Context: an optimization exercise on an open-source flow, tuned for small area and a short achievable clock period. The choices shown serve that exercise and are no tape-out recipe. The RTL was checked by simulation tests, not by an equivalence proof against the original design. No activity file was given, so power comes from the tool's default toggle rates.

File: design/flow/config.mk
export PLATFORM = sky130hd
export DESIGN_NAME = psum_buffer_top
export DESIGN_NICKNAME = psum_buffer_top
export VERILOG_FILES = /design/flow/design.v
export SDC_FILE = /design/flow/constraint.sdc
export NUM_CORES = 4
export LEC_CHECK = 0
export CAP_MARGIN = 20
export CORE_MARGIN = 2
export CORE_UTILIZATION = 40
export SLEW_MARGIN = 20
File: design/flow/constraint.sdc
create_clock -name core_clock -period 4.5 [get_ports {CLK}]
set_input_delay 0.9000 -clock core_clock [delete_from_list [all_inputs] [get_ports {CLK}]]
set_output_delay 0.9000 -clock core_clock [all_outputs]
set_load 0.01 [all_outputs]
File: design/flow/design.v
package psum_buf_pkg;
  typedef logic [32-1:0] psum_word_t;
  typedef struct packed {
    logic        rsvd_31;
    logic        start;
    logic        soft_reset;
    logic [12:0] rsvd_28_16;
    logic [3:0]  tile_size;
    logic [7:0]  rsvd_11_4;
    logic [3:0]  filter_r;
  } acc_params_t;
  typedef enum logic [1:0] {
    IDLE_BUFFER,
    ISSUE_RD,
    WAIT_RD,
    BUFFER_DONE
  } rd_state_e;
  typedef enum logic [0:0] {
    FEED_IDLE,
    FEEDING
  } feed_state_e;
endpackage
`timescale 1ns/1ns
module burst_reader (
  input  logic        CLK,
  input  logic        rst_n,
  input  logic        buffer_req,
  input  logic        clear_req,
  input  psum_buf_pkg::psum_word_t  base_addr,
  input  psum_buf_pkg::psum_word_t  m_axi_rdata,
  input  logic        m_axi_rvalid_rready,
  input  logic        txn_done,
  input  logic        axi_error,
  output psum_buf_pkg::psum_word_t  m_ar_addr,
  output logic        init_axi_rd_txn,
  output logic        psums_buffered,
  output logic        buffer_error,
  output logic        fill_wr_en,
  output psum_buf_pkg::psum_word_t  fill_wr_data,
  output logic        fill_clear,
  input  logic        fill_full
);
  localparam int BURST_STEP = 16 * 4;
  localparam int CNT_W = $clog2(3 + 1);
  localparam logic [CNT_W-1:0] LAST_CNT = 3;
  psum_buf_pkg::rd_state_e        state;
  psum_buf_pkg::rd_state_e        state_next;
  logic             buffer_req_q;
  logic             clear_req_q;
  logic             buffer_pulse;
  logic [CNT_W-1:0] burst_cnt;
  logic             last_burst;
  psum_buf_pkg::psum_word_t       addr_offset;
  always_ff @(posedge CLK) begin
    if (!rst_n) begin
      buffer_req_q <= 1'b0;
      clear_req_q  <= 1'b0;
    end else begin
      buffer_req_q <= buffer_req;
      clear_req_q  <= clear_req;
    end
  end
  assign buffer_pulse = buffer_req & ~buffer_req_q;
  assign fill_clear   = clear_req & ~clear_req_q;
  assign fill_wr_en   = (state == psum_buf_pkg::WAIT_RD) & m_axi_rvalid_rready;
  assign fill_wr_data = m_axi_rdata;
  assign last_burst = (burst_cnt == LAST_CNT);
  always_comb begin
    state_next = state;
    case (state)
      psum_buf_pkg::IDLE_BUFFER: begin
        if (buffer_pulse) begin
          state_next = psum_buf_pkg::ISSUE_RD;
        end
      end
      psum_buf_pkg::ISSUE_RD: state_next = psum_buf_pkg::WAIT_RD;
      psum_buf_pkg::WAIT_RD: begin
        if (txn_done) begin
          state_next = last_burst ? psum_buf_pkg::BUFFER_DONE : psum_buf_pkg::ISSUE_RD;
        end
      end
      psum_buf_pkg::BUFFER_DONE: state_next = psum_buf_pkg::IDLE_BUFFER;
      default: state_next = psum_buf_pkg::IDLE_BUFFER;
    endcase
  end
  always_ff @(posedge CLK) begin
    if (!rst_n) begin
      state           <= psum_buf_pkg::IDLE_BUFFER;
      burst_cnt       <= '0;
      addr_offset     <= '0;
      init_axi_rd_txn <= 1'b0;
      m_ar_addr       <= 32'h4000_0000;
      psums_buffered  <= 1'b0;
      buffer_error    <= 1'b0;
    end else begin
      state           <= state_next;
      init_axi_rd_txn <= 1'b0;
      case (state)
        psum_buf_pkg::IDLE_BUFFER: begin
          if (buffer_pulse) begin
            burst_cnt      <= '0;
            addr_offset    <= '0;
            psums_buffered <= 1'b0;
            buffer_error   <= 1'b0;
          end
        end
        psum_buf_pkg::ISSUE_RD: begin
          init_axi_rd_txn <= 1'b1;
          m_ar_addr       <= base_addr + addr_offset;
          addr_offset     <= addr_offset + psum_buf_pkg::psum_word_t'(BURST_STEP);
          burst_cnt       <= burst_cnt + 1'b1;
        end
        psum_buf_pkg::WAIT_RD: begin
          if (fill_wr_en && fill_full) begin
            buffer_error <= 1'b1;
          end
          if (txn_done) begin
            if (axi_error) begin
              buffer_error <= 1'b1;
            end
            if (last_burst) begin
              psums_buffered <= 1'b1;
            end
          end
        end
        psum_buf_pkg::BUFFER_DONE: m_ar_addr <= 32'h4000_0000;
        default: ;
      endcase
    end
  end
endmodule
`timescale 1ns/1ns
module psum_fifo (
  input  logic       CLK,
  input  logic       rst_n,
  input  logic       pop,
  output psum_buf_pkg::psum_word_t pop_data,
  output logic       empty,
  input  logic       fill_wr_en,
  input  psum_buf_pkg::psum_word_t fill_wr_data,
  input  logic       fill_clear,
  output logic       fill_full
);
  localparam int AW = $clog2(64);
  localparam logic [AW:0] DEPTH_CNT = 64;
  psum_buf_pkg::psum_word_t    mem [64];
  logic [AW-1:0] wr_ptr;
  logic [AW-1:0] rd_ptr;
  logic [AW:0]   count;
  logic          do_wr;
  logic          do_rd;
  assign fill_full = (count == DEPTH_CNT);
  assign empty     = (count == '0);
  assign do_wr     = fill_wr_en & ~fill_full;
  assign do_rd     = pop & ~empty;
  assign pop_data = mem[rd_ptr];
  always_ff @(posedge CLK) begin
    if (do_wr) begin
      mem[wr_ptr] <= fill_wr_data;
    end
  end
  always_ff @(posedge CLK) begin
    if (!rst_n) begin
      wr_ptr <= '0;
      rd_ptr <= '0;
      count  <= '0;
    end else if (fill_clear) begin
      wr_ptr <= '0;
      rd_ptr <= '0;
      count  <= '0;
    end else begin
      if (do_wr) begin
        wr_ptr <= wr_ptr + 1'b1;
      end
      if (do_rd) begin
        rd_ptr <= rd_ptr + 1'b1;
      end
      case ({do_wr, do_rd})
        2'b10: count <= count + 1'b1;
        2'b01: count <= count - 1'b1;
        default: ;
      endcase
    end
  end
endmodule
`timescale 1ns/1ns
module psum_feeder (
  input  logic       CLK,
  input  logic       rst_n,
  input  logic       start,
  input  logic [3:0] tile_size,
  input  logic [3:0] param_r,
  input  logic       act_valid,
  input  psum_buf_pkg::psum_word_t pop_data,
  input  logic       empty,
  output logic       pop,
  output psum_buf_pkg::psum_word_t in_psum_out,
  output logic       in_psum_valid,
  output logic       feed_done
);
  psum_buf_pkg::feed_state_e state;
  logic        start_q;
  logic        start_pulse;
  logic [7:0]  word_limit;
  logic [7:0]  limit;
  logic [7:0]  feed_cnt;
  logic        last_word;
  assign start_pulse = start & ~start_q;
  assign word_limit  = tile_size * param_r;
  assign last_word   = (feed_cnt == limit - 8'd1);
  assign pop = (state == psum_buf_pkg::FEEDING) & act_valid & ~empty;
  always_ff @(posedge CLK) begin
    if (pop) begin
      in_psum_out <= pop_data;
    end
  end
  always_ff @(posedge CLK) begin
    if (!rst_n) begin
      state         <= psum_buf_pkg::FEED_IDLE;
      start_q       <= 1'b0;
      in_psum_valid <= 1'b0;
      feed_done     <= 1'b0;
      feed_cnt      <= '0;
      limit         <= '0;
    end else begin
      start_q       <= start;
      in_psum_valid <= pop;
      case (state)
        psum_buf_pkg::FEED_IDLE: begin
          if (start_pulse) begin
            feed_cnt <= '0;
            limit    <= word_limit;
            if (word_limit == '0) begin
              feed_done <= 1'b1;
            end else begin
              feed_done <= 1'b0;
              state     <= psum_buf_pkg::FEEDING;
            end
          end
        end
        psum_buf_pkg::FEEDING: begin
          if (pop) begin
            feed_cnt <= feed_cnt + 8'd1;
            if (last_word) begin
              feed_done <= 1'b1;
              state     <= psum_buf_pkg::FEED_IDLE;
            end
          end
        end
        default: state <= psum_buf_pkg::FEED_IDLE;
      endcase
    end
  end
endmodule
`timescale 1ns/1ns
module psum_buffer_top (
  input  logic        CLK,
  input  logic        RESETN,
  input  psum_buf_pkg::acc_params_t acc_params,
  input  psum_buf_pkg::psum_word_t  output_base_addr,
  input  psum_buf_pkg::psum_word_t  mem_ctrl,
  input  logic        act_valid,
  input  psum_buf_pkg::psum_word_t  m_axi_rdata,
  input  logic        m_axi_rvalid_rready,
  input  logic        txn_done,
  input  logic        axi_error,
  output psum_buf_pkg::psum_word_t  pe_status,
  output psum_buf_pkg::psum_word_t  in_psum_out,
  output logic        in_psum_valid,
  output psum_buf_pkg::psum_word_t  m_ar_addr,
  output logic        init_axi_rd_txn
);
  localparam int MEM_BUFFER_PSUMS = 6;
  localparam int MEM_CLEAR_PSUMS  = 7;
  localparam int ST_PSUMS_BUFFERED = 0;
  localparam int ST_FEED_DONE      = 1;
  localparam int ST_PSUM_ERROR     = 16;
  logic       rst_n;
  logic       buffer_req;
  logic       clear_req;
  logic       psums_buffered;
  logic       buffer_error;
  logic       feed_done;
  logic       fifo_pop;
  logic       fifo_empty;
  psum_buf_pkg::psum_word_t fifo_pop_data;
  logic       fill_wr_en;
  psum_buf_pkg::psum_word_t fill_wr_data;
  logic       fill_clear;
  logic       fill_full;
  assign rst_n      = RESETN & ~acc_params.soft_reset;
  assign buffer_req = mem_ctrl[MEM_BUFFER_PSUMS];
  assign clear_req  = mem_ctrl[MEM_CLEAR_PSUMS];
  always_comb begin
    pe_status                    = '0;
    pe_status[ST_PSUMS_BUFFERED] = psums_buffered;
    pe_status[ST_FEED_DONE]      = feed_done;
    pe_status[ST_PSUM_ERROR]     = buffer_error;
  end
  burst_reader u_burst_reader (
    .CLK                 (CLK),
    .rst_n               (rst_n),
    .buffer_req          (buffer_req),
    .clear_req           (clear_req),
    .base_addr           (output_base_addr),
    .m_axi_rdata         (m_axi_rdata),
    .m_axi_rvalid_rready (m_axi_rvalid_rready),
    .txn_done            (txn_done),
    .axi_error           (axi_error),
    .m_ar_addr           (m_ar_addr),
    .init_axi_rd_txn     (init_axi_rd_txn),
    .psums_buffered      (psums_buffered),
    .buffer_error        (buffer_error),
    .fill_wr_en          (fill_wr_en),
    .fill_wr_data        (fill_wr_data),
    .fill_clear          (fill_clear),
    .fill_full           (fill_full)
  );
  psum_fifo u_psum_fifo (
    .CLK      (CLK),
    .rst_n    (rst_n),
    .pop      (fifo_pop),
    .pop_data (fifo_pop_data),
    .empty    (fifo_empty),
    .fill_wr_en   (fill_wr_en),
    .fill_wr_data (fill_wr_data),
    .fill_clear   (fill_clear),
    .fill_full    (fill_full)
  );
  psum_feeder u_psum_feeder (
    .CLK           (CLK),
    .rst_n         (rst_n),
    .start         (acc_params.start),
    .tile_size     (acc_params.tile_size),
    .param_r       (acc_params.filter_r),
    .act_valid     (act_valid),
    .pop_data      (fifo_pop_data),
    .empty         (fifo_empty),
    .pop           (fifo_pop),
    .in_psum_out   (in_psum_out),
    .in_psum_valid (in_psum_valid),
    .feed_done     (feed_done)
  );
endmodule
File: design/flow/run.sh
#!/bin/bash
# synth_recipe.tcl (not shown) runs the flow's synth.tcl, then flattens the netlist and writes it again
# the make line also repeats each setting of config.mk as NAME=value (left out here)
make -C /OpenROAD-flow-scripts/flow DESIGN_CONFIG=/design/flow/config.mk WORK_HOME=/design/flow/orfs CLKGATE_MAP_FILE= SYNTH_SCRIPT=/design/flow/synth_recipe.tcl finish
==> results of run 1 <==
==> flip-flops by register name, summed over array words and instances, names as in the netlist, 2 cells and up <==
register / count
u_burst_reader.m_ar_addr: 32
u_psum_feeder.feed_cnt: 8
u_burst_reader.state: 2
u_burst_reader.addr_offset: 26
u_burst_reader.burst_cnt: 2
u_psum_fifo.wr_ptr: 6
u_psum_feeder.limit: 8
u_psum_fifo.mem: 2048
u_psum_feeder.in_psum_out: 32
u_psum_fifo.rd_ptr: 6
u_psum_fifo.count: 7
==> placed cells by master (no fill, tap or decap), types with 28 or more instances in the layout <==
master           instances
a211oi_1                51
mux2i_1                 62
dfxtp_1                100
ha_1                    49
clkinv_2                31
nor2_1                  92
xor2_1                  35
o21ai_0                 48
nor2b_1                 57
a21oi_1                106
clkdlybuf4s50_1        118
xnor2_1                 37
edfxtp_1              2080
buf_12                  58
nand3_1                 28
conb_1                  29
clkbuf_1                51
inv_1                   34
mux4_2                 620
clkinv_1                57
nand2_1                 92
clkbuf_16              216
nor2_4                  63
buf_4                  152
==> layout make-up <==
class | count | area (sq um)
antenna | 7 | 17.5
clock buffer | 270 | 5640
clock inverter | 119 | 1070
fill | 17500 | 114000
inverter | 36 | 135
multi-input combinational | 1529 | 20200
sequential | 2186 | 64600
tap | 2821 | 3530
timing repair buffer | 345 | 3570
==> critical path, stage by stage <==
cell and delay [ns]:
clkdlybuf4s50_1 0.52, nand2_1 0.09, fa_1 0.49, fa_1 0.56
inv_1 0.06, ha_1 0.27, a21o_1 0.18, a21oi_1 0.22
o21bai_1 0.10, a21oi_1 0.17, xnor2_1 0.12, o41ai_1 0.31
a21oi_1 0.10
==> worst max-delay path by stage <==
stage,start,endpoint,cells past startpoint
detailed placement,acc_params[14],u_psum_feeder.state,13
global placement,acc_params[12],u_psum_feeder.state,13
finish,acc_params[1],u_psum_feeder.state,13
global route,acc_params[14],u_psum_feeder.state,13
CTS,u_psum_fifo.rd_ptr[1],u_psum_feeder.in_psum_out[12],5
floorplan,act_valid,u_psum_fifo.count[6],13
==> routing by layer <==
metal	GRT usage	vias to the layer above	wire length, microns	share of wire
li1	-	17200	-	-
met1	0.282	22500	91800	0.42
met2	0.327	1551	108000	0.49
met3	0.0417	266	16700	0.076
met4	0.0461	8	4000	0.018
met5	0	-	47	0.00021
==> metrics by stage <==
| stage | area (sq um) | instances |
|---|---|---|
| final | 98800 | 7313 |
| after CTS | 98700 | 7303 |
| after global placement | 92000 | 6914 |
| after detailed placement | 92000 | 6914 |
| after global routing | 98800 | 7312 |
| after floorplan | 85600 | 3987 |
==> logic make-up after synthesis <==
family | after synthesis | share of synthesized area
flops | 2186 | 0.755
mux | 685 | 0.171
simple gates | 416 | 0.0230
compound gates | 273 | 0.0196
buf+inv | 272 | 0.0158
xor+xnor | 72 | 0.00737
fa+ha+maj | 54 | 0.00834
other cells | 1 | 0.0000438
==> where the power goes <==
part | internal [mW] | switching (mW) | leakage (nW)
clock | 9.52 | 7.65 | 3.26
sequential | 22.3 | 0.00937 | 19.5
combinational | 0.138 | 0.407 | 6.96
==> out/metrics.csv, run 1 <==
metric,value,unit
status,finished clean,
pwr/cell area,405,nW/um^2
vias in the first global route,41800,
Post-Syn Area per Cell,21.6,sq um
"count leader, synth",edfxtp_1,
chip height,466,microns
CTS resizes,0,
clock buffer depth,3,
Critical Path RT,5.19,ns
Max-slew headroom,0.271,
hold path depth,1,
post-route worst setup slack,1.08,ns
VDD IR max,0.000398,V
Max Clk Rate,293,MHz
CTS tree,yes,
DR vias/cell,5.67,
LEAKAGE,29.8,nW
Yosys top cell by area,edfxtp_1,
post-layout min period,3.42,ns
Worst setup EP type,register,
Hold WC Path Type,in2reg,
DR DRC count,0,
Horiz. Die Dim,466,microns
ys async rst share,0,
clk sink count,2186,
Wirelength per Cell,30.1,microns
Yosys warning count,4,
Sum Neg Setup Slack,0,ns
Routed Antenna Nets,0,
Detailed Routing Iterations Pass 1,5,
reg-to-reg endpoint,u_psum_feeder.in_psum_out[12],
top-area cell type share of the netlist area,0.730,
P&R area growth vs syn,15.5,%
Area contributors post-synth,"edfxtp_1, mux4_2, dfxtp_1, mux2i_1, ha_1",
total of max-cap violations,0,
Slew Limit Fails,0,
die area,218000,sq um
Synth top cells by count,"edfxtp_1, mux4_2, nor2_1, a21oi_1, dfxtp_1",
#FFs+latches synth,2186,
number of flops mapped to enable cells by yosys,2080,
total power,40.0,mW
pin count of the biggest net entering global routing,65,
Port Buf Inserts,150,
Routed WL,220000,microns
Final Hold Vio Count,0,
R2R cell count,5,
Worst Skew,0.0404,ns
WHS,0.436,ns
Clock transition at path regs,0.06,ns
Starting DRT DRC Count,4749,
layout cells sized above 1,0.270,
Mapped Cells,3959,
RSZ-0062 raised after global routing,false,
Worst-Margin Slew,1.09,ns
CP max FO,4,
HPWL after detailed placement,126000,microns
GRT Resource Usage Total,0.202,
H-tree levels,4,
postcts setup bufs,0,
"Primary FF master, synth",edfxtp_1,
Final Core Density,0.465,
via count,41500,
FF-to-FF setup slack,1.09,ns
Crit path arrival time,4.11,ns
antenna violations before repair,24,
Yosys cell types,64,
CP startpoint kind,input pin,
gp weighted congestion,0.802,
hold buffer count at cts,0,
Core ar.,212000,sq um
synthesized area,85500,sq um
grt total ovfl,0,
"Setup violations, final",0,
worst r2r src,u_psum_fifo.rd_ptr[1],
first-pass GRT wire length,312000,microns
WHS Endpoint,u_psum_fifo.mem[49][3],
critical path class,in2reg,
"worst slack, placed",0.257,ns
starting density of the core,0.403,
worst hold start,m_axi_rdata[3],
# IOs,232,
later-pin clock latency in the skew report,0.86,ns
# rows,169,
Root Buffer,clkbuf_16,
crit share post-route,0.759,
"Seq/Total Area, Yosys",0.755,
final net count,4500,
Num CTS Buffers,214,
==> run 2: changes to the inputs <==
--- a/design/flow/design.v
+++ b/design/flow/design.v
@@ -52,3 +52,2 @@
   logic             last_burst;
-  psum_buf_pkg::psum_word_t       addr_offset;
   always_ff @(posedge CLK) begin
@@ -89,3 +88,2 @@
       burst_cnt       <= '0;
-      addr_offset     <= '0;
       init_axi_rd_txn <= 1'b0;
@@ -101,3 +99,2 @@
             burst_cnt      <= '0;
-            addr_offset    <= '0;
             psums_buffered <= 1'b0;
@@ -108,4 +105,3 @@
           init_axi_rd_txn <= 1'b1;
-          m_ar_addr       <= base_addr + addr_offset;
-          addr_offset     <= addr_offset + psum_buf_pkg::psum_word_t'(BURST_STEP);
+          m_ar_addr       <= base_addr + psum_buf_pkg::psum_word_t'(burst_cnt * BURST_STEP);
           burst_cnt       <= burst_cnt + 1'b1;
@@ -144,40 +140,70 @@
   localparam int AW = $clog2(64);
+  localparam int DEPTH = 64;
   localparam logic [AW:0] DEPTH_CNT = 64;
-  psum_buf_pkg::psum_word_t    mem [64];
-  logic [AW-1:0] wr_ptr;
-  logic [AW-1:0] rd_ptr;
+  logic [DEPTH-1:0][32-1:0] mem;
+  logic [7:0]    wr_lo;
+  logic [7:0]    wr_hi;
+  logic [7:0]    rd_lo;
+  logic [7:0]    rd_hi;
   logic [AW:0]   count;
+  logic [AW:0]   count_next;
+  logic          full_q;
+  logic          empty_q;
   logic          do_wr;
   logic          do_rd;
-  assign fill_full = (count == DEPTH_CNT);
-  assign empty     = (count == '0);
-  assign do_wr     = fill_wr_en & ~fill_full;
-  assign do_rd     = pop & ~empty;
-  assign pop_data = mem[rd_ptr];
-  always_ff @(posedge CLK) begin
-    if (do_wr) begin
-      mem[wr_ptr] <= fill_wr_data;
+  assign fill_full = full_q;
+  assign empty     = empty_q;
+  assign do_wr     = fill_wr_en & ~full_q;
+  assign do_rd     = pop & ~empty_q;
+  always_ff @(posedge CLK) begin
+    for (int i = 0; i < DEPTH; i++) begin
+      if (do_wr && wr_hi[i / 8] && wr_lo[i % 8]) begin
+        mem[i] <= fill_wr_data;
+      end
+    end
+  end
+  always_comb begin
+    psum_buf_pkg::psum_word_t grp;
+    pop_data = '0;
+    for (int g = 0; g < 8; g++) begin
+      grp = '0;
+      for (int j = 0; j < 8; j++) begin
+        grp = grp | ({32{rd_lo[j]}} & mem[8 * g + j]);
+      end
+      pop_data = pop_data | ({32{rd_hi[g]}} & grp);
     end
   end
+  always_comb begin
+    count_next = count;
+    case ({do_wr, do_rd})
+      2'b10: count_next = count + 1'b1;
+      2'b01: count_next = count - 1'b1;
+      default: ;
+    endcase
+  end
   always_ff @(posedge CLK) begin
-    if (!rst_n) begin
-      wr_ptr <= '0;
-      rd_ptr <= '0;
-      count  <= '0;
-    end else if (fill_clear) begin
-      wr_ptr <= '0;
-      rd_ptr <= '0;
-      count  <= '0;
+    if (!rst_n || fill_clear) begin
+      wr_lo   <= 8'd1;
+      wr_hi   <= 8'd1;
+      rd_lo   <= 8'd1;
+      rd_hi   <= 8'd1;
+      count   <= '0;
+      full_q  <= 1'b0;
+      empty_q <= 1'b1;
     end else begin
       if (do_wr) begin
-        wr_ptr <= wr_ptr + 1'b1;
+        wr_lo <= {wr_lo[6:0], wr_lo[7]};
+        if (wr_lo[7]) begin
+          wr_hi <= {wr_hi[6:0], wr_hi[7]};
+        end
       end
       if (do_rd) begin
-        rd_ptr <= rd_ptr + 1'b1;
+        rd_lo <= {rd_lo[6:0], rd_lo[7]};
+        if (rd_lo[7]) begin
+          rd_hi <= {rd_hi[6:0], rd_hi[7]};
+        end
       end
-      case ({do_wr, do_rd})
-        2'b10: count <= count + 1'b1;
-        2'b01: count <= count - 1'b1;
-        default: ;
-      endcase
+      count   <= count_next;
+      full_q  <= (count_next == DEPTH_CNT);
+      empty_q <= (count_next == '0);
     end
@@ -204,4 +230,3 @@
   logic [7:0]  word_limit;
-  logic [7:0]  limit;
-  logic [7:0]  feed_cnt;
+  logic [7:0]  feed_left;
   logic        last_word;
@@ -209,8 +234,6 @@
   assign word_limit  = tile_size * param_r;
-  assign last_word   = (feed_cnt == limit - 8'd1);
+  assign last_word   = (feed_left == 8'd1);
   assign pop = (state == psum_buf_pkg::FEEDING) & act_valid & ~empty;
   always_ff @(posedge CLK) begin
-    if (pop) begin
-      in_psum_out <= pop_data;
-    end
+    in_psum_out <= pop_data;
   end
@@ -222,4 +245,3 @@
       feed_done     <= 1'b0;
-      feed_cnt      <= '0;
-      limit         <= '0;
+      feed_left     <= '0;
     end else begin
@@ -230,4 +252,3 @@
           if (start_pulse) begin
-            feed_cnt <= '0;
-            limit    <= word_limit;
+            feed_left <= word_limit;
             if (word_limit == '0) begin
@@ -242,3 +263,3 @@
           if (pop) begin
-            feed_cnt <= feed_cnt + 8'd1;
+            feed_left <= feed_left - 8'd1;
             if (last_word) begin
==> run 2 against run 1 <==
Compared with the run above:
- still clean on timing, DRC and antenna
- area after synthesis fell by 7.8%
- critical path depth fell by 1
- sequential share of layout area rose by 4.7 points
- non-clock buffer count rose by 16
- combinational power rose by 13%
- largest cell class unchanged
- largest power group unchanged
==> out/metrics.csv, run 2 <==
metric,value,unit
Horiz. Die Dim,448,microns
worst r2r src,u_burst_reader.state[0],
Crit path arrival time,4.12,ns
chip height,448,microns
later-pin clock latency in the skew report,0.88,ns
WHS,0.250,ns
"commonest non-fill, non-tap cell in the layout",edfxtp_1,
Critical Path Source,acc_params[1],
vias in the first global route,44300,
Num CTS Buffers,212,
Slew Limit Fails,0,
Yosys warning count,4,
#FFs+latches synth,2174,
"count leader, synth",edfxtp_1,
starting density of the core,0.403,
R2R cell count,7,
Worst Skew,0.0624,ns
Max Clk Rate,297,MHz
clock buffer depth,3,
Root Buffer,clkbuf_16,
CTS resizes,0,
layout cells sized above 1,0.128,
post-route worst setup slack,1.14,ns
first-pass GRT wire length,333000,microns
Yosys top cell by area,edfxtp_1,
Routed WL,238000,microns
# rows,162,
Core ar.,195000,sq um
pwr/cell area,440,nW/um^2
dpl cells,7120,
hold buffer count at cts,0,
pin count of the biggest net entering global routing,104,
"Primary FF master, synth",edfxtp_1,
grt total ovfl,0,
# fillers,16300,
H-tree levels,4,
Yosys cell types,62,
Mapped Cells,4431,
total power,40.2,mW
Hold WC Path Type,in2reg,
via count,45900,
# IOs,232,
synthesized area,78800,sq um
"worst slack, placed",0.276,ns
Final Hold Vio Count,0,
status,finished clean,
post-layout min period,3.36,ns
gp weighted congestion,0.833,
Max-slew headroom,0.233,
CP startpoint kind,input pin,
Starting DRT DRC Count,6121,
crit share post-route,0.747,
number of flops mapped to enable cells by yosys,2048,
die area,201000,sq um
postcts setup bufs,0,
hold path depth,1,
Worst setup EP type,register,
Area contributors post-synth,"edfxtp_1, a22oi_1, dfxtp_1, nand4_1, clkbuf_1",
reg-to-reg endpoint,u_psum_fifo.mem[1772],
FF-to-FF setup slack,1.29,ns
final net count,4873,
Worst-Margin Slew,1.15,ns
antenna violations before repair,10,
Detailed Routing Iterations Pass 1,6,
Critical Path RT,5.25,ns
Port Buf Inserts,150,
Wirelength per Cell,31.7,microns
total of max-cap violations,0,
worst hold start,m_axi_rdata[21],
Post-Syn Area per Cell,17.8,sq um
VDD IR max,0.000402,V
GRT Resource Usage Total,0.232,
Clock transition at path regs,0.06,ns
Synth top cells by count,"edfxtp_1, a22oi_1, nand4_1, clkbuf_1, dfxtp_1",
Sum Neg Setup Slack,0,ns
"commonest non-fill, non-tap cells in the layout","edfxtp_1, a22oi_1, nand4_1",
CP max FO,4,
LEAKAGE,27.9,nW
Routed Antenna Nets,0,
RSZ-0062 raised after global routing,false,
max FFs per register,2048,
"Seq/Total Area, Yosys",0.812,
top-area cell type share of the netlist area,0.780,
Non-Filler Instances,7518,
Largest Register,u_psum_fifo.mem,
"Setup violations, final",0,
P&R area growth vs syn,16.0,%
ys async rst share,0,
HPWL after detailed placement,140000,microns
DR DRC count,0,
top flop regs,"u_psum_fifo.mem x2048, u_burst_reader.m_ar_addr x32, u_psum_feeder.in_psum_out x32",
DR vias/cell,6.10,
WHS Endpoint,u_psum_fifo.mem[405],
CTS tree,yes,
clk sink count,2174,
critical path class,in2reg,
[run 2: power breakdown]
| part | switching (mW) | internal (mW) |
|---|---|---|
| sequential | 0.0127 | 22.1 |
| combinational | 0.472 | 0.140 |
| clock | 7.66 | 9.85 |
| total | 8.14 | 32.1 |
[run 2: metrics by stage]
step                utilization  instance area [sq um]
detailed placement        0.433                  84600
CTS                       0.468                  91400
floorplan                     -                  78900
global route              0.468                  91400
global placement          0.433                  84500
finish                    0.468                  91400
[run 2: cell type report]
class                   count  area, sq um  area share
diodes                      6         15.0    0.000164
inverters                  25         93.8     0.00103
multi-input cells        1936        13600       0.148
clock buffers             266         5620      0.0615
well taps                2624         3280      0.0359
repair buffers            361         3580      0.0391
clock inverters           126         1230      0.0135
flip-flops and latches   2174        64100       0.701
[run 2: metal layers]
layer / track usage / vias to the layer above / share of wire
li1: - / 19000 / -
met1: 0.317 / 23900 / 0.40
met2: 0.366 / 2540 / 0.47
met3: 0.0422 / 449 / 0.089
met4: 0.102 / 2 / 0.046
met5: 0 / - / 0.000067
[run 2: worst max-delay path, cell delays in order]
cell and delay, ns:
clkdlybuf4s50_1 0.51, nand2_1 0.09, fa_1 0.54, inv_1 0.05
fa_1 0.47, fa_1 0.43, a21o_1 0.18, a21oi_1 0.17
xnor2_1 0.11, nor4b_2 0.33, a211oi_1 0.12, a31o_2 0.22
[run 2: kinds of logic after synthesis]
kind of cell	after synthesis	synth area share
mux	2	0.000254
compound gates	1279	0.120
other cells	1	0.0000476
simple gates	565	0.0409
buf+inv	349	0.0184
xor+xnor	32	0.00356
flops	2174	0.812
fa+ha+maj	29	0.00517
[run 2: worst max path at each step]
stage / to / cells past startpoint
floorplan: u_psum_feeder.state / 11
global placement: u_psum_feeder.state / 12
detailed placement: u_psum_feeder.state / 12
CTS: u_psum_feeder.state / 12
global route: u_psum_feeder.state / 12
finish: u_psum_feeder.state / 12
==> run 3: changes to the inputs <==
--- a/design/flow/design.v
+++ b/design/flow/design.v
@@ -45,4 +45,6 @@
   localparam logic [CNT_W-1:0] LAST_CNT = 3;
-  psum_buf_pkg::rd_state_e        state;
-  psum_buf_pkg::rd_state_e        state_next;
+  logic             st_idle;
+  logic             st_issue;
+  logic             st_wait;
+  logic             st_done;
   logic             buffer_req_q;
@@ -63,22 +65,11 @@
   assign fill_clear   = clear_req & ~clear_req_q;
-  assign fill_wr_en   = (state == psum_buf_pkg::WAIT_RD) & m_axi_rvalid_rready;
+  assign fill_wr_en   = st_wait & m_axi_rvalid_rready;
   assign fill_wr_data = m_axi_rdata;
   assign last_burst = (burst_cnt == LAST_CNT);
-  always_comb begin
-    state_next = state;
-    case (state)
-      psum_buf_pkg::IDLE_BUFFER: begin
-        if (buffer_pulse) begin
-          state_next = psum_buf_pkg::ISSUE_RD;
-        end
-      end
-      psum_buf_pkg::ISSUE_RD: state_next = psum_buf_pkg::WAIT_RD;
-      psum_buf_pkg::WAIT_RD: begin
-        if (txn_done) begin
-          state_next = last_burst ? psum_buf_pkg::BUFFER_DONE : psum_buf_pkg::ISSUE_RD;
-        end
-      end
-      psum_buf_pkg::BUFFER_DONE: state_next = psum_buf_pkg::IDLE_BUFFER;
-      default: state_next = psum_buf_pkg::IDLE_BUFFER;
-    endcase
+  always_ff @(posedge CLK) begin
+    if (st_idle && buffer_pulse) begin
+      burst_cnt <= '0;
+    end else if (st_issue) begin
+      burst_cnt <= burst_cnt + 1'b1;
+    end
   end
@@ -86,4 +77,6 @@
     if (!rst_n) begin
-      state           <= psum_buf_pkg::IDLE_BUFFER;
-      burst_cnt       <= '0;
+      st_idle         <= 1'b1;
+      st_issue        <= 1'b0;
+      st_wait         <= 1'b0;
+      st_done         <= 1'b0;
       init_axi_rd_txn <= 1'b0;
@@ -93,33 +86,25 @@
     end else begin
-      state           <= state_next;
-      init_axi_rd_txn <= 1'b0;
-      case (state)
-        psum_buf_pkg::IDLE_BUFFER: begin
-          if (buffer_pulse) begin
-            burst_cnt      <= '0;
-            psums_buffered <= 1'b0;
-            buffer_error   <= 1'b0;
-          end
+      st_idle         <= (st_idle & ~buffer_pulse) | st_done;
+      st_issue        <= (st_idle & buffer_pulse) | (st_wait & txn_done & ~last_burst);
+      st_wait         <= st_issue | (st_wait & ~txn_done);
+      st_done         <= st_wait & txn_done & last_burst;
+      init_axi_rd_txn <= st_issue;
+      if (st_idle && buffer_pulse) begin
+        psums_buffered <= 1'b0;
+        buffer_error   <= 1'b0;
+      end
+      if (st_issue) begin
+        m_ar_addr <= base_addr + psum_buf_pkg::psum_word_t'(burst_cnt * BURST_STEP);
+      end
+      if (st_wait) begin
+        if ((m_axi_rvalid_rready && fill_full) || (txn_done && axi_error)) begin
+          buffer_error <= 1'b1;
         end
-        psum_buf_pkg::ISSUE_RD: begin
-          init_axi_rd_txn <= 1'b1;
-          m_ar_addr       <= base_addr + psum_buf_pkg::psum_word_t'(burst_cnt * BURST_STEP);
-          burst_cnt       <= burst_cnt + 1'b1;
-        end
-        psum_buf_pkg::WAIT_RD: begin
-          if (fill_wr_en && fill_full) begin
-            buffer_error <= 1'b1;
-          end
-          if (txn_done) begin
-            if (axi_error) begin
-              buffer_error <= 1'b1;
-            end
-            if (last_burst) begin
-              psums_buffered <= 1'b1;
-            end
-          end
+        if (txn_done && last_burst) begin
+          psums_buffered <= 1'b1;
         end
-        psum_buf_pkg::BUFFER_DONE: m_ar_addr <= 32'h4000_0000;
-        default: ;
-      endcase
+      end
+      if (st_done) begin
+        m_ar_addr <= 32'h4000_0000;
+      end
     end
@@ -157,5 +142,7 @@
   assign do_rd     = pop & ~empty_q;
+  logic [7:0] we_hi;
+  assign we_hi = {8{do_wr}} & wr_hi;
   always_ff @(posedge CLK) begin
     for (int i = 0; i < DEPTH; i++) begin
-      if (do_wr && wr_hi[i / 8] && wr_lo[i % 8]) begin
+      if (we_hi[i / 8] && wr_lo[i % 8]) begin
         mem[i] <= fill_wr_data;
@@ -206,4 +193,13 @@
       count   <= count_next;
-      full_q  <= (count_next == DEPTH_CNT);
-      empty_q <= (count_next == '0);
+      case ({do_wr, do_rd})
+        2'b10: begin
+          full_q  <= (count == DEPTH_CNT - 1'b1);
+          empty_q <= 1'b0;
+        end
+        2'b01: begin
+          full_q  <= 1'b0;
+          empty_q <= (count == 7'd1);
+        end
+        default: ;
+      endcase
     end
@@ -229,8 +225,12 @@
   logic        start_pulse;
-  logic [7:0]  word_limit;
-  logic [7:0]  feed_left;
+  logic        zero_tile;
+  logic [3:0]  r_left;
+  logic [3:0]  t_left;
+  logic [3:0]  r_load;
+  logic        last_r;
   logic        last_word;
   assign start_pulse = start & ~start_q;
-  assign word_limit  = tile_size * param_r;
-  assign last_word   = (feed_left == 8'd1);
+  assign zero_tile   = (tile_size == 4'd0) | (param_r == 4'd0);
+  assign last_r      = (r_left == 4'd1);
+  assign last_word   = last_r & (t_left == 4'd1);
   assign pop = (state == psum_buf_pkg::FEEDING) & act_valid & ~empty;
@@ -240,2 +240,18 @@
   always_ff @(posedge CLK) begin
+    if (state == psum_buf_pkg::FEED_IDLE) begin
+      if (start_pulse) begin
+        r_left <= param_r;
+        t_left <= tile_size;
+        r_load <= param_r;
+      end
+    end else if (pop) begin
+      if (last_r) begin
+        r_left <= r_load;
+        t_left <= t_left - 4'd1;
+      end else begin
+        r_left <= r_left - 4'd1;
+      end
+    end
+  end
+  always_ff @(posedge CLK) begin
     if (!rst_n) begin
@@ -245,3 +261,2 @@
       feed_done     <= 1'b0;
-      feed_left     <= '0;
     end else begin
@@ -252,4 +267,3 @@
           if (start_pulse) begin
-            feed_left <= word_limit;
-            if (word_limit == '0) begin
+            if (zero_tile) begin
               feed_done <= 1'b1;
@@ -262,8 +276,5 @@
         psum_buf_pkg::FEEDING: begin
-          if (pop) begin
-            feed_left <= feed_left - 8'd1;
-            if (last_word) begin
-              feed_done <= 1'b1;
-              state     <= psum_buf_pkg::FEED_IDLE;
-            end
+          if (pop && last_word) begin
+            feed_done <= 1'b1;
+            state     <= psum_buf_pkg::FEED_IDLE;
           end
--- a/design/flow/config.mk
+++ b/design/flow/config.mk
@@ -10,2 +10,3 @@
 export CORE_UTILIZATION = 40
+export SETUP_SLACK_MARGIN = 2.0
 export SLEW_MARGIN = 20
==> run 3 against run 2 <==
Compared with the run above:
- cell area increased by 0.90%
- clock-buffer cell count decreased by 11
- power shrank 0.48%
- critical endpoint is now u_psum_fifo.mem[480]
- clock power about the same
- sequential share of layout area fell by 0.37 points
- highest routed layer unchanged
- final cell count about the same
- via count increased by 1.2%
- first-iteration DRC count increased by 17%
- synthesized cell count down 0.99%
- sequential power hardly changed
==> out/metrics.csv, run 3 <==
metric,value,unit
status,finished clean,
Critical-path top delay cell,clkinvlp_4,
Clk pwr share,0.431,
VDD IR max,0.000435,V
sequential cell area,64300,sq um
Clock transition at path regs,0.06,ns
Area contributors post-synth,"edfxtp_1, a22oi_1, dfxtp_1, nand4_1, clkbuf_1",
Final Core Density,0.473,
"Primary FF master, synth",edfxtp_1,
GRT Resource Usage Total,0.246,
top flop regs,"u_psum_fifo.mem x2048, u_burst_reader.m_ar_addr x32, u_psum_feeder.in_psum_out x32",
Mapped Cells,4387,
Port Buf Inserts,150,
chip height,447,microns
final net count,4858,
Wirelength per Cell,33.4,microns
grt total ovfl,0,
total of max-cap violations,0,
sequential power share,0.554,
max FFs per register,2048,
synthesized area,78600,sq um
pin count of the biggest net entering global routing,67,
H-tree levels,4,
CP max FO,22,
Hold WC Path Type,in2reg,
Sw Ratio,0.203,
R2R cell count,6,
crit share post-route,0.575,
via count,46400,
"Setup violations, final",0,
critical path class,in2reg,
vias in the first global route,44100,
post-layout min period,2.59,ns
Routed WL,251000,microns
Slew Limit Fails,0,
pwr/cell area,434,nW/um^2
Buf/Inv on CP,3,
clk sink count,2180,
critical path's top delay family,buffers and inverters,
"commonest non-fill, non-tap cell in the layout",edfxtp_1,
Worst Skew,0.0420,ns
Largest Register,u_psum_fifo.mem,
P&R area growth vs syn,17.3,%
HPWL after detailed placement,141000,microns
Worst-Margin Slew,1.11,ns
Non-Filler Instances,7517,
Sum Neg Setup Slack,0,ns
Crit path arrival time,3.22,ns
layout cells sized above 1,0.150,
Root Buffer,clkbuf_16,
antenna violations before repair,23,
Horiz. Die Dim,447,microns
Routed Antenna Nets,0,
hold path depth,1,
Num CTS Buffers,209,
die area,200000,sq um
Max Clk Rate,387,MHz
WHS,0.236,ns
RSZ-0062 raised after global routing,true,
CP Depth,6,
Max-slew headroom,0.258,
Critical Path RT,5.13,ns
Yosys top cell by area,edfxtp_1,
gp weighted congestion,0.874,
"Seq/Total Area, Yosys",0.817,
ys async rst share,0,
Starting DRT DRC Count,7145,
CTS tree,yes,
Pint,31.9,mW
top-area cell type share of the netlist area,0.787,
DR DRC count,0,
area of the multi-input gates,13400,sq um
"count leader, synth",edfxtp_1,
# rows,162,
starting density of the core,0.403,
combinational fraction of design power,0.014,
DR vias/cell,6.18,
CP max stage delay,0.61,ns
clock buffer depth,3,
dpl cells,7060,
total power,40.0,mW
Psw,8.13,mW
# IOs,232,
Worst setup EP type,register,
first-pass GRT wire length,347000,microns
#FFs+latches synth,2180,
critical-path cell list,clkdlybuf4s50_1 > and3b_2 > and2_1 > nand2_1 > clkinvlp_4 > buf_4,
later-pin clock latency in the skew report,0.87,ns
LEAKAGE,28.2,nW
Yosys cell types,54,
# fillers,16200,
Post-Syn Area per Cell,17.9,sq um
CP startpoint kind,input pin,
hold buffer count at cts,0,
Core ar.,195000,sq um
Yosys warning count,4,
Detailed Routing Iterations Pass 1,6,
Synth top cells by count,"edfxtp_1, a22oi_1, nand4_1, clkbuf_1, dfxtp_1",
number of flops mapped to enable cells by yosys,2060,
"commonest non-fill, non-tap cells in the layout","edfxtp_1, a22oi_1, nand4_1",
FF-to-FF setup slack,1.91,ns
Final Hold Vio Count,0,
==> run 3: cell types whose count changed after synthesis, moves of 9 or more <==
cell      change
nor2_1       +11
buf_1         +9
edfxtp_1     +12
nand2_1      -33
and2_1       -13
o21ai_1      -10
xor2_1       -12
ha_1         -12
==> run 3: path summary, 6_finish.rpt <==
path	start	endpoint
max	m_axi_rvalid_rready	u_psum_fifo.mem[480]
min	m_axi_rdata[27]	u_psum_fifo.mem[1819]
max reg2reg	u_psum_fifo.rd_lo[7]	u_psum_feeder.in_psum_out[0]
min reg2reg	u_burst_reader.st_done	u_burst_reader.st_idle
==> run 3: logic make-up after synthesis <==
group | share of synthesized area
AO/OA/AOI/OAI | 0.119
XOR/XNOR | 0.00223
adder cells (fa/ha/maj) | 0.00201
buffers and inverters | 0.0185
flip-flops | 0.817
multiplexers | 0.00185
other | 0.0000477
AND/OR/NAND/NOR | 0.0394
==> run 3: per-layer routing <==
layer / global-route usage / routed length, microns / vias to the layer above / part of all wire
li1: - / - / 19000 / -
met3: 0.0471 / 25500 / 432 / 0.10
met2: 0.383 / 116000 / 2758 / 0.46
met1: 0.343 / 98800 / 24200 / 0.39
met5: 0 / 53 / - / 0.00021
met4: 0.0974 / 10500 / 8 / 0.042
==> run 3: final cells by class <==
type / count / share of cell area
Tap cell: 2624 / 0.0356
Inverter: 27 / 0.00156
Multi-Input combinational cell: 1881 / 0.145
Antenna cell: 12 / 0.000325
Timing Repair Buffer: 412 / 0.0475
Sequential cell: 2180 / 0.697
Clock inverter: 125 / 0.0133
Clock buffer: 255 / 0.0593
Timing Repair inverter: 1 / 0.0000814
==> run 3: what timing repair did <==
item                                   4_1_cts  5_1_grt
setup buffers                               47       13
gates resized for setup                    125       14
endpoints found under the hold margin        0        0
setup endpoints to repair                  922      144
cloned                                       3        1
pin swaps                                   27        5
==> run 3: power groups by stage <==
| stage | clock network [mW] | registers (mW) | logic [mW] |
|---|---|---|---|
| 2_1_floorplan | 0 | 22.6 | 0.110 |
| 3_3_place_gp | 0 | 22.6 | 0.540 |
| 3_5_place_dp | 0 | 22.6 | 0.563 |
| 4_1_cts | 17.4 | 22.2 | 0.560 |
| 5_1_grt | 18.2 | 22.2 | 0.607 |
| 6_report | 17.3 | 22.2 | 0.572 |
==> run 3: metrics by stage <==
step | area (sq um) | setup WS, ns
after global routing | 92300 | 1.88
after global placement | 84400 | 0.792
final | 92300 | 1.91
after floorplan | 78900 | 1.65
after CTS | 92000 | 1.96
after detailed placement | 84400 | 0.741
==> run 4: changes to the inputs <==
--- a/design/flow/config.mk
+++ b/design/flow/config.mk
@@ -9,3 +9,3 @@
 export CORE_MARGIN = 2
-export CORE_UTILIZATION = 40
+export CORE_UTILIZATION = 60
 export SETUP_SLACK_MARGIN = 2.0
==> run 4 against run 3 <==
Compared with the run above:
- combinational power down 4.4%
- routed wire length down 6.6%
- setup slack better by 0.068 ns
- fmax up 2.7%
- via count down 1.2%
- non-clock buffer count down 72
- critical endpoint is now u_psum_fifo.mem[79]
- largest cell class unchanged
- largest power group unchanged
==> out/metrics.csv, run 4 <==
metric,value,unit
"Primary FF master, synth",edfxtp_1,
# IOs,232,
post-layout min period,2.52,ns
VDD IR max,0.000431,V
Clk pwr share,0.431,
"Setup violations, final",0,
"commonest non-fill, non-tap cell in the layout",edfxtp_1,
critical path class,in2reg,
Sum Neg Setup Slack,0,ns
grt total ovfl,0,
later-pin clock latency in the skew report,0.85,ns
Port Buf Inserts,150,
Critical Path RT,5.02,ns
clock buffer depth,3,
Yosys warning count,4,
P&R area growth vs syn,14.8,%
Routed WL,235000,microns
first-pass GRT wire length,328000,microns
DR DRC count,0,
number of flops mapped to enable cells by yosys,2060,
Hold WC Path Type,in2reg,
LEAKAGE,27.8,nW
Clock transition at path regs,0.06,ns
chip height,366,microns
Yosys top cell by area,edfxtp_1,
HPWL after detailed placement,132000,microns
antenna violations before repair,20,
Worst setup EP type,register,
Final Hold Vio Count,0,
CP max FO,45,
Wirelength per Cell,35.7,microns
# rows,132,
vias in the first global route,43700,
Max Clk Rate,397,MHz
"commonest non-fill, non-tap cells in the layout","edfxtp_1, a22oi_1, nand4_1",
Max-slew headroom,0.217,
Worst Skew,0.0281,ns
Detailed Routing Iterations Pass 1,6,
Mapped Cells,4387,
gp weighted congestion,0.833,
Worst-Margin Slew,1.18,ns
RSZ-0062 raised after global routing,true,
Num CTS Buffers,210,
via count,45900,
top-area cell type share of the netlist area,0.787,
total of max-cap violations,0,
Largest Register,u_psum_fifo.mem,
Root Buffer,clkbuf_16,
Area contributors post-synth,"edfxtp_1, a22oi_1, dfxtp_1, nand4_1, clkbuf_1",
layout cells sized above 1,0.133,
Slew Limit Fails,0,
clk sink count,2180,
pin count of the biggest net entering global routing,105,
status,finished clean,
CP startpoint kind,input pin,
"Seq/Total Area, Yosys",0.817,
Synth top cells by count,"edfxtp_1, a22oi_1, nand4_1, clkbuf_1, dfxtp_1",
Routed Antenna Nets,0,
Starting DRT DRC Count,7194,
Final Core Density,0.696,
Pint,32.2,mW
Core ar.,130000,sq um
#FFs+latches synth,2180,
crit share post-route,0.560,
ys async rst share,0,
CTS tree,yes,
final net count,4786,
combinational fraction of design power,0.014,
synthesized area,78600,sq um
pwr/cell area,443,nW/um^2
hold buffer count at cts,0,
DR vias/cell,6.99,
GRT Resource Usage Total,0.348,
Crit path arrival time,3.04,ns
"count leader, synth",edfxtp_1,
Psw,7.79,mW
Horiz. Die Dim,366,microns
Yosys cell types,54,
top flop regs,"u_psum_fifo.mem x2048, u_burst_reader.m_ar_addr x32, u_psum_feeder.in_psum_out x32",
max FFs per register,2048,
starting density of the core,0.606,
Post-Syn Area per Cell,17.9,sq um
H-tree levels,4,
Sw Ratio,0.195,
die area,134000,sq um
sequential power share,0.555,
==> run 4: worst max-delay path, stage by stage <==
cell	delay (ns)
clkdlybuf4s50_1	0.48
and3b_4	0.45
buf_12	0.26
and3_2	0.55
buf_4	0.34
==> run 4: worst paths after layout <==
| kind | startpoint | cells past startpoint | endpoint | slack (ns) |
|---|---|---|---|---|
| max | m_axi_rvalid_rready | 5 | u_psum_fifo.mem[79] | 1.98 |
| min | m_axi_rdata[5] | 1 | u_psum_fifo.mem[805] | 0.41 |
| max reg2reg | u_psum_fifo.rd_lo[3] | 5 | u_psum_feeder.in_psum_out[19] | 2.00 |
| min reg2reg | u_psum_fifo.empty_q | 2 | u_psum_fifo.empty_q | 0.48 |
==> run 4: per-layer routing <==
metal / vias up / GRT usage / wire length (microns)
li1: 18900 / - / -
met4: 16 / 0.0996 / 6630
met2: 2948 / 0.532 / 109000
met1: 23700 / 0.510 / 91700
met5: - / 0 / 107
met3: 403 / 0.0774 / 26900
==> run 4: layout make-up <==
| class | count | area (sq um) |
|---|---|---|
| Antenna cell | 2 | 5.00 |
| Clock buffer | 278 | 5760 |
| Clock inverter | 112 | 986 |
| Fill cell | 8509 | 39500 |
| Inverter | 27 | 144 |
| Multi-Input combinational cell | 1881 | 13300 |
| Sequential cell | 2180 | 64300 |
| Tap cell | 1742 | 2180 |
| Timing Repair Buffer | 340 | 3650 |
==> run 4: through the flow <==
| step | setup slack [ns] | area (sq um) | hold WS (ns) | std cells | power [mW] |
|---|---|---|---|---|---|
| 6_report | 1.98 | 90300 | 0.409 | 6562 | 40.0 |
| 5_1_grt | 2.00 | 90300 | 0.387 | 6561 | 40.9 |
| 4_1_cts | 1.76 | 90200 | 0.366 | 6556 | 40.1 |
| 3_5_place_dp | 0.829 | 83200 | 0.469 | 6152 | 23.2 |
| 3_3_place_gp | 0.857 | 83200 | 0.461 | 6152 | 23.2 |
| 2_1_floorplan | 1.65 | 78900 | 0.426 | 4415 | 22.7 |
==> run 4: what timing repair did <==
item                                    4_1_cts  5_1_grt
pin swaps                                     4        6
endpoints found under the setup margin      523      144
resized for setup                            92       14
setup buffers                                14        4
==> run 4: kinds of logic after synthesis <==
logic type      count (synthesis)  share of synthesized area
compound gates               1270                      0.119
other cells                     1                  0.0000477
buf+inv                       354                     0.0185
xor+xnor                       20                    0.00223
fa+ha+maj                      12                    0.00201
simple gates                  536                     0.0394
mux                            14                    0.00185
flops                        2180                      0.817
==> run 4: power by group through the flow <==
stage / Combinational [mW] / Sequential (mW) / Clock [mW]
finish: 0.547 / 22.2 / 17.3
global route: 0.581 / 22.2 / 18.1
CTS: 0.537 / 22.2 / 17.4
detailed placement: 0.540 / 22.6 / 0
global placement: 0.527 / 22.6 / 0
floorplan: 0.110 / 22.6 / 0
==> run 5: changes to the inputs <==
--- a/design/flow/design.v
+++ b/design/flow/design.v
@@ -143,3 +143,3 @@
   logic [7:0] we_hi;
-  assign we_hi = {8{do_wr}} & wr_hi;
+  assign we_hi = {8{fill_wr_en & ~full_q}} & wr_hi;
   always_ff @(posedge CLK) begin
@@ -162,2 +162,6 @@
   end
+  logic [AW:0] count_inc;
+  logic [AW:0] count_dec;
+  assign count_inc = count + 1'b1;
+  assign count_dec = count - 1'b1;
   always_comb begin
@@ -165,4 +169,4 @@
     case ({do_wr, do_rd})
-      2'b10: count_next = count + 1'b1;
-      2'b01: count_next = count - 1'b1;
+      2'b10: count_next = count_inc;
+      2'b01: count_next = count_dec;
       default: ;
==> run 5 against run 4 <==
Compared with the run above:
- non-clock buffer count up 82
- cell area increased by 1.4%
- sequential cell count did not move
- sequential share of layout area shrank 1.0 points
- synthesized cell count about the same
- utilization up 1.0 points
- combinational power is 2% lower
- via count up 1.0%
- die area hardly changed
- critical path type is now reg2reg
- largest cell class unchanged
- highest routed layer unchanged
==> out/metrics.csv, run 5 <==
metric,value,unit
total of max-cap violations,0,
Post-DP Area,83300,sq um
CP max stage delay,0.55,ns
max FFs per register,2048,
Max Clk Rate,379,MHz
die area,134000,sq um
Max-slew headroom,0.259,
Yosys top cell by area,edfxtp_1,
R2R cell count,7,
WHS,0.309,ns
Hold WC Path Type,in2reg,
first-pass GRT wire length,325000,microns
Largest Register,u_psum_fifo.mem,
critical path class,reg2reg,
CTS tree,yes,
"Seq/Total Area, Yosys",0.817,
Final Core Density,0.706,
Wirelength per Cell,35.4,microns
Mapped Cells,4389,
final net count,4877,
CP startpoint kind,register,
H-tree levels,4,
#FFs+latches synth,2180,
starting density of the core,0.606,
Worst Skew,0.0284,ns
gp weighted congestion,0.846,
Post-Syn Area per Cell,17.9,sq um
Slew Limit Fails,0,
layout cells sized above 1,0.155,
critical path's top delay family,compound AO/OA/AOI/OAI gates,
clk sink count,2180,
dpl cells,6165,
Detailed Routing Iterations Pass 1,5,
Critical-path top delay cell,a22oi_1,
worst r2r src,u_psum_fifo.rd_lo[0],
crit share post-route,0.586,
Final Hold Vio Count,0,
Clock transition at path regs,0.06,ns
top flop regs,"u_psum_fifo.mem x2048, u_burst_reader.m_ar_addr x32, u_psum_feeder.in_psum_out x32",
Synth top cells by count,"edfxtp_1, a22oi_1, nand4_1, clkbuf_1, dfxtp_1",
Yosys cell types,58,
"Primary FF master, synth",edfxtp_1,
top-area cell type share of the netlist area,0.786,
HPWL after detailed placement,128000,microns
WHS Endpoint,u_psum_fifo.mem[111],
clock buffer depth,3,
hold path depth,1,
status,finished clean,
DR DRC count,0,
# IOs,232,
RSZ-0062 raised after global routing,true,
Critical Path Source,u_psum_fifo.rd_lo[0],
Sum Neg Setup Slack,0,ns
"count leader, synth",edfxtp_1,
DR vias/cell,6.97,
Port Buf Inserts,150,
Buf/Inv on CP,3,
Yosys warning count,4,
Routed WL,235000,microns
P&R area growth vs syn,16.5,%
post-layout min period,2.64,ns
pwr/cell area,432,nW/um^2
Worst setup EP type,register,
"commonest non-fill, non-tap cell in the layout",edfxtp_1,
Core ar.,130000,sq um
FF-to-FF setup slack,1.86,ns
"commonest non-fill, non-tap cells in the layout","edfxtp_1, a22oi_1, nand4_1",
Non-Filler Instances,6654,
Root Buffer,clkbuf_16,
# fillers,8322,
ys async rst share,0,
Num CTS Buffers,210,
synthesized area,78700,sq um
pin count of the biggest net entering global routing,65,
number of flops mapped to enable cells by yosys,2060,
Worst-Margin Slew,1.11,ns
VDD IR max,0.000447,V
critical-path cell list,clkbuf_16 > buf_12 > buf_4 > a22oi_1 > nand4_1 > a22oi_1 > nand4_1,
via count,46400,
reg-to-reg endpoint,u_psum_feeder.in_psum_out[20],
vias in the first global route,43700,
Routed Antenna Nets,0,
Crit path arrival time,3.19,ns
later-pin clock latency in the skew report,0.82,ns
chip height,366,microns
# rows,132,
LEAKAGE,28.3,nW
GRT Resource Usage Total,0.342,
worst hold start,m_axi_rdata[15],
grt total ovfl,0,
Area contributors post-synth,"edfxtp_1, a22oi_1, dfxtp_1, nand4_1, clkbuf_1",
antenna violations before repair,23,
Starting DRT DRC Count,6920,
Horiz. Die Dim,366,microns
hold buffer count at cts,0,
CP max FO,14,
Critical Path RT,5.06,ns
cell area after layout,91600,sq um
"Setup violations, final",0,
## run 5: area by class of cell
type	instances	area, sq um	share of cell area
sequential	2180	64300	0.702
multi-input combinational	1889	13600	0.148
clock buffer	295	5850	0.0639
timing repair buffer	422	4800	0.0524
tap	1742	2180	0.0238
clock inverter	94	702	0.00766
inverter	24	121	0.00132
timing repair inverter	4	30.0	0.000328
antenna	4	10.0	0.000109
## run 5: power by group
group          internal, mW  switching, mW
combinational         0.114          0.424
sequential             22.2         0.0218
clock                  9.54           7.29
total                  31.8           7.74
## run 5: timing repair
action | 4_1_cts | 5_1_grt
resized for setup | 137 | 58
endpoints found under the setup margin | 896 | 670
pin swaps | 12 | 30
buffers inserted | 36 | 42
cloned | 11 | 6
## run 5: cells by family after synthesis
family / count (synthesis) / synth area share
xor+xnor: 20 / 0.00223
flops: 2180 / 0.817
simple gates: 543 / 0.0400
mux: 13 / 0.00172
buf+inv: 351 / 0.0184
compound gates: 1269 / 0.119
other cells: 1 / 0.0000477
fa+ha+maj: 12 / 0.00200
## run 5: metrics by stage
step	total power [mW]	setup slack (ns)
floorplan	22.8	1.77
global placement	23.1	0.927
detailed placement	23.2	0.870
CTS	39.7	1.77
global route	40.5	1.91
finish	39.6	1.86
## run 5: worst max-delay path by stage
| stage | endpoint | depth (start not counted) |
|---|---|---|
| after global routing | u_psum_feeder.in_psum_out[4] | 6 |
| final | u_psum_feeder.in_psum_out[20] | 7 |
| after floorplan | u_psum_fifo.count[5] | 9 |
| after detailed placement | u_psum_fifo.mem[325] | 6 |
| after CTS | in_psum_out[10] | 1 |
| after global placement | u_psum_fifo.mem[350] | 6 |
## run 5: layer usage
| layer | track usage | vias up | share of wire |
|---|---|---|---|
| li1 | - | 19100 | - |
| met1 | 0.510 | 23900 | 0.39 |
| met2 | 0.516 | 2998 | 0.46 |
| met3 | 0.0753 | 352 | 0.12 |
| met4 | 0.0948 | 14 | 0.025 |
| met5 | 0 | - | 0.00034 |
==> run 6: changes to the inputs <==
==> design/flow/flow/run.sh (new file) <==
#!/bin/bash
set -euo pipefail
bash standard.sh "BUFFER_PORTS_ARGS=-buffer_cell sky130_fd_sc_hd__buf_4" finish > flow_make.log 2>&1
==> design/flow/standard.sh (new file) <==
#!/bin/bash
# synth_recipe.tcl (not shown) runs the flow's synth.tcl, then flattens the netlist and writes it again
# the make line also repeats each setting of config.mk as NAME=value (left out here)
make -C /OpenROAD-flow-scripts/flow DESIGN_CONFIG=/design/flow/config.mk WORK_HOME=/design/flow/orfs CLKGATE_MAP_FILE= SYNTH_SCRIPT=/design/flow/synth_recipe.tcl "${@:-finish}"
removed: design/flow/run.sh
==> run 6 against run 5 <==
Compared with the run above:
- area after synthesis is the same
- register-to-register slack gained 0.04 ns
- clock skew shrank 0.0054 ns
- via count shrank 2.8%
- final cell count shrank 1.7%
- setup slack gained 0.044 ns
- first-iteration DRC count shrank 5.9%
- non-clock buffer count shrank 117
- still clean
==> out/metrics.csv, run 6 <==
metric,value,unit
status,finished clean,
Hold WC Path Type,in2reg,
gp weighted congestion,0.844,
HPWL after detailed placement,122000,microns
crit share post-route,0.577,
dpl cells,6119,
Buf/Inv on CP,1,
Synth top cells by count,"edfxtp_1, a22oi_1, nand4_1, clkbuf_1, dfxtp_1",
Core ar.,130000,sq um
Worst Skew,0.0231,ns
chip height,366,microns
Root Buffer,clkbuf_16,
Non-Filler Instances,6538,
Slew Limit Fails,0,
Final Hold Vio Count,0,
ys async rst share,0,
CTS tree,yes,
"commonest non-fill, non-tap cell in the layout",edfxtp_1,
synthesized area,78700,sq um
LEAKAGE,27.3,nW
Clock transition at path regs,0.06,ns
antenna violations before repair,9,
"Primary FF master, synth",edfxtp_1,
starting density of the core,0.606,
# IOs,232,
CP max stage delay,0.54,ns
H-tree levels,4,
FF-to-FF setup slack,1.90,ns
"commonest non-fill, non-tap cells in the layout","edfxtp_1, a22oi_1, nand4_1",
hold path depth,1,
Routed Antenna Nets,0,
P&R area growth vs syn,13.4,%
CP max FO,89,
VDD IR max,0.000420,V
top flop regs,"u_psum_fifo.mem x2048, u_burst_reader.m_ar_addr x32, u_psum_feeder.in_psum_out x32",
R2R cell count,5,
max FFs per register,2048,
"Setup violations, final",0,
Yosys top cell by area,edfxtp_1,
Mapped Cells,4389,
Max-slew headroom,0.255,
post-layout min period,2.60,ns
vias in the first global route,42900,
Port Buf Inserts,150,
"count leader, synth",edfxtp_1,
Worst-Margin Slew,1.12,ns
Crit path arrival time,3.14,ns
grt total ovfl,0,
critical path's top delay family,simple AND/OR/NAND/NOR gates,
# rows,132,
#FFs+latches synth,2180,
Area contributors post-synth,"edfxtp_1, a22oi_1, dfxtp_1, nand4_1, clkbuf_1",
CP startpoint kind,register,
Sum Neg Setup Slack,0,ns
clock buffer depth,3,
"Seq/Total Area, Yosys",0.817,
top-area cell type share of the netlist area,0.786,
pin count of the biggest net entering global routing,90,
Critical Path RT,5.05,ns
total of max-cap violations,0,
die area,134000,sq um
later-pin clock latency in the skew report,0.83,ns
pwr/cell area,441,nW/um^2
Starting DRT DRC Count,6514,
Detailed Routing Iterations Pass 1,6,
Routed WL,219000,microns
Post-Syn Area per Cell,17.9,sq um
Yosys warning count,4,
via count,45100,
Largest Register,u_psum_fifo.mem,
final net count,4758,
layout cells sized above 1,0.150,
Max Clk Rate,385,MHz
number of flops mapped to enable cells by yosys,2060,
first-pass GRT wire length,311000,microns
clk sink count,2180,
RSZ-0062 raised after global routing,true,
DR DRC count,0,
critical path class,reg2reg,
Wirelength per Cell,33.6,microns
CP Depth,5,
Horiz. Die Dim,366,microns
Num CTS Buffers,210,
Yosys cell types,58,
Worst setup EP type,register,
Critical-path top delay cell,dfxtp_4,
GRT Resource Usage Total,0.324,
critical-path cell list,buf_12 > a22oi_1 > nand4_1 > a22oi_1 > nand4_1,
# fillers,8643,
DR vias/cell,6.89,
-- run 6: metal layers --
layer / global-route usage / routed length [microns] / vias to the layer above
li1: - / - / 18800
met1: 0.491 / 90000 / 23400
met2: 0.499 / 103000 / 2535
met3: 0.0592 / 22500 / 301
met4: 0.0670 / 3780 / 2
met5: 0 / 13 / -
-- run 6: worst paths after layout --
kind | startpoint | end
setup reg to reg | u_psum_fifo.rd_lo[2] | u_psum_feeder.in_psum_out[22]
hold / removal | acc_params[2] | u_psum_feeder.r_load[2]
hold reg to reg | u_psum_fifo.empty_q | u_psum_fifo.empty_q
setup / recovery | u_psum_fifo.rd_lo[2] | u_psum_feeder.in_psum_out[22]
-- run 6: timing repair --
action                     CTS  global route
pin swaps                    3             5
setup buffers                7             9
hold buffers                 0             0
gates cloned                 4             1
setup endpoints to repair  687          1103
resized for setup           17            33
-- run 6: cells by family after synthesis --
family	count (synthesis)	synth area share
XOR/XNOR	20	0.00223
flip-flops	2180	0.817
buffers and inverters	351	0.0184
adder cells (fa/ha/maj)	12	0.00200
other	1	0.0000477
AND/OR/NAND/NOR	543	0.0400
AO/OA/AOI/OAI	1269	0.119
multiplexers	13	0.00172
-- run 6: power by group --
part	internal (mW)	switching (mW)	total (mW)
Combinational	0.0966	0.401	0.497
Sequential	22.2	0.0229	22.2
Clock	9.29	7.29	16.6
-- run 6: final cells by class --
class                   count  area [sq um]  area share
flip-flops and latches   2180         64300       0.721
multi-input cells        1886         13400       0.150
clock inverters           102           679     0.00762
inverters                  24           125     0.00140
diodes                      2          5.00   0.0000561
clock buffers             292          5790      0.0649
well taps                1742          2180      0.0244
repair buffers            305          2690      0.0301
repair inverters            5          35.0    0.000393
-- run 6: metrics by stage --
stage | instance area [sq um] | utilization | worst slack [ns] | hold slack, ns | total power [mW]
floorplan | 79000 | - | 1.77 | 0.426 | 22.8
global placement | 82200 | 0.633 | 1.19 | 0.464 | 23.1
detailed placement | 82200 | 0.633 | 1.22 | 0.457 | 23.1
CTS | 88900 | 0.685 | 1.88 | 0.239 | 39.4
global route | 89200 | 0.687 | 1.91 | 0.256 | 40.3
finish | 89200 | 0.687 | 1.90 | 0.289 | 39.3
==> run 7: changes to the inputs <==
--- a/design/flow/config.mk
+++ b/design/flow/config.mk
@@ -10,2 +10,4 @@
 export CORE_UTILIZATION = 60
+export CTS_CLUSTER_DIAMETER = 100
+export CTS_CLUSTER_SIZE = 25
 export SETUP_SLACK_MARGIN = 2.0
==> run 7 against run 6 <==
Compared with the run above:
- die area unchanged
- setup slack better by 0.030 ns
- clock power down 39%
- sequential share of layout area up 2.8 points
- worst hold slack better by 0.070 ns
- final cell count down 3.3%
- global-route usage down 0.63 points
==> out/metrics.csv, run 7 <==
metric,value,unit
sequential cell area,64300,sq um
hold buffer count at cts,0,
RSZ-0062 raised after global routing,true,
first-pass GRT wire length,304000,microns
layout cells sized above 1,0.122,
FF-to-FF setup slack,1.94,ns
hold path depth,1,
Area contributors post-synth,"edfxtp_1, a22oi_1, dfxtp_1, nand4_1, clkbuf_1",
worst hold start,acc_params[0],
starting density of the core,0.606,
# fillers,8930,
Detailed Routing Iterations Pass 1,6,
total power,32.8,mW
status,finished clean,
top-area cell type share of the netlist area,0.786,
synthesized area,78700,sq um
DR DRC count,0,
reg-to-reg endpoint,u_psum_fifo.mem[1505],
Final Core Density,0.661,
Core ar.,130000,sq um
LEAKAGE,25.6,nW
Yosys top cell by area,edfxtp_1,
"count leader, synth",edfxtp_1,
DR vias/cell,6.95,
die area,134000,sq um
Slew Limit Fails,0,
HPWL after detailed placement,122000,microns
cell area after layout,85800,sq um
R2R cell count,5,
Non-Filler Instances,6325,
Yosys warning count,4,
Clock transition at path regs,0.10,ns
#FFs+latches synth,2180,
Critical Path RT,4.99,ns
"commonest non-fill, non-tap cells in the layout","edfxtp_1, a22oi_1, nand4_1",
H-tree levels,3,
WHS Endpoint,u_psum_feeder.r_load[0],
WHS,0.359,ns
Sum Neg Setup Slack,0,ns
number of flops mapped to enable cells by yosys,2060,
Wirelength per Cell,34.6,microns
pin count of the biggest net entering global routing,90,
post-layout min period,2.56,ns
top flop regs,"u_psum_fifo.mem x2048, u_burst_reader.m_ar_addr x32, u_psum_feeder.in_psum_out x32",
Mapped Cells,4389,
chip height,366,microns
Critical-path top delay cell,clkinvlp_4,
Root Buffer,clkbuf_16,
critical-path cell list,and3b_2 > and2_1 > nand2_1 > clkinvlp_4 > buf_4,
"commonest non-fill, non-tap cell in the layout",edfxtp_1,
dpl cells,6119,
antenna violations before repair,14,
clk sink count,2180,
Routed WL,219000,microns
# rows,132,
Routed Antenna Nets,0,
Synth top cells by count,"edfxtp_1, a22oi_1, nand4_1, clkbuf_1, dfxtp_1",
clock buffer depth,3,
CP max FO,21,
Starting DRT DRC Count,6120,
Horiz. Die Dim,366,microns
"Seq/Total Area, Yosys",0.817,
critical path class,reg2reg,
P&R area growth vs syn,9.08,%
max FFs per register,2048,
Num CTS Buffers,97,
Worst-Margin Slew,1.12,ns
VDD IR max,0.000479,V
pwr/cell area,383,nW/um^2
final net count,4665,
gp weighted congestion,0.844,
run 7: worst max-delay path by stage:
stage | depth (start not counted) | endpoint | from
final | 5 | u_psum_fifo.mem[1505] | u_psum_fifo.full_q
after global routing | 5 | u_psum_fifo.mem[1507] | u_psum_fifo.full_q
after CTS | 3 | u_psum_fifo.mem[1201] | u_burst_reader.st_wait
after detailed placement | 8 | u_psum_fifo.count[5] | act_valid
after global placement | 8 | u_psum_fifo.count[5] | act_valid
after floorplan | 9 | u_psum_fifo.count[5] | act_valid
run 7: what timing repair did:
action                                  in CTS  in global routing
gates resized for setup                     19                 42
gates cloned                                 3                  2
endpoints found under the setup margin     637               1132
pin swaps                                    3                  9
setup buffers                                7                 30
run 7: per-layer routing:
layer / track usage / share of wire / vias up
li1: - / - / 18500
met1: 0.463 / 0.40 / 22800
met2: 0.484 / 0.46 / 2332
met3: 0.0868 / 0.11 / 255
met4: 0.0721 / 0.019 / 16
met5: 0 / 0.00049 / -
run 7: cell families (layout without fill, tap and decap cells):
kind of cell,count (synthesis),count (layout),share of synthesized area
and+or+nand+nor,543,543,0.0400
AOI/OAI and AO/OA,1269,1269,0.119
buffers and inverters,351,516,0.0184
DFF,2180,2180,0.817
other,1,30,0.0000477
xor gates and xnor gates,20,20,0.00223
adders and majority gates,12,12,0.00200
muxes,13,13,0.00172
run 7: layout make-up:
class,count,area share
Sequential cell,2180,0.749
Multi-Input combinational cell,1886,0.156
Timing Repair Buffer,326,0.0346
Clock buffer,159,0.0317
Tap cell,1742,0.0254
Inverter,24,0.00146
Clock inverter,3,0.000525
Timing Repair inverter,4,0.000350
Antenna cell,1,0.0000292
run 7: where the power goes:
group          internal (mW)  switching [mW]  total, mW
clock network           4.19            5.97       10.2
registers               22.2          0.0231       22.2
logic                 0.0965           0.399      0.496
run 7: critical path: cells and delay by family, from the launching register on:
kind                   cells  cell delay (ns)
buffers and inverters      2             1.14
DFF                        1             0.37
and+or+nand+nor            3             0.77

Re-timed with assumed drivers on the ports (clkbuf_16 on the clock, buf_2 on other inputs), run 7 has 1.935 ns of setup slack against 1.935 ns with ideal ports, and 1.290 ns once port delays also move by the mid clock arrival of 0.814 ns.
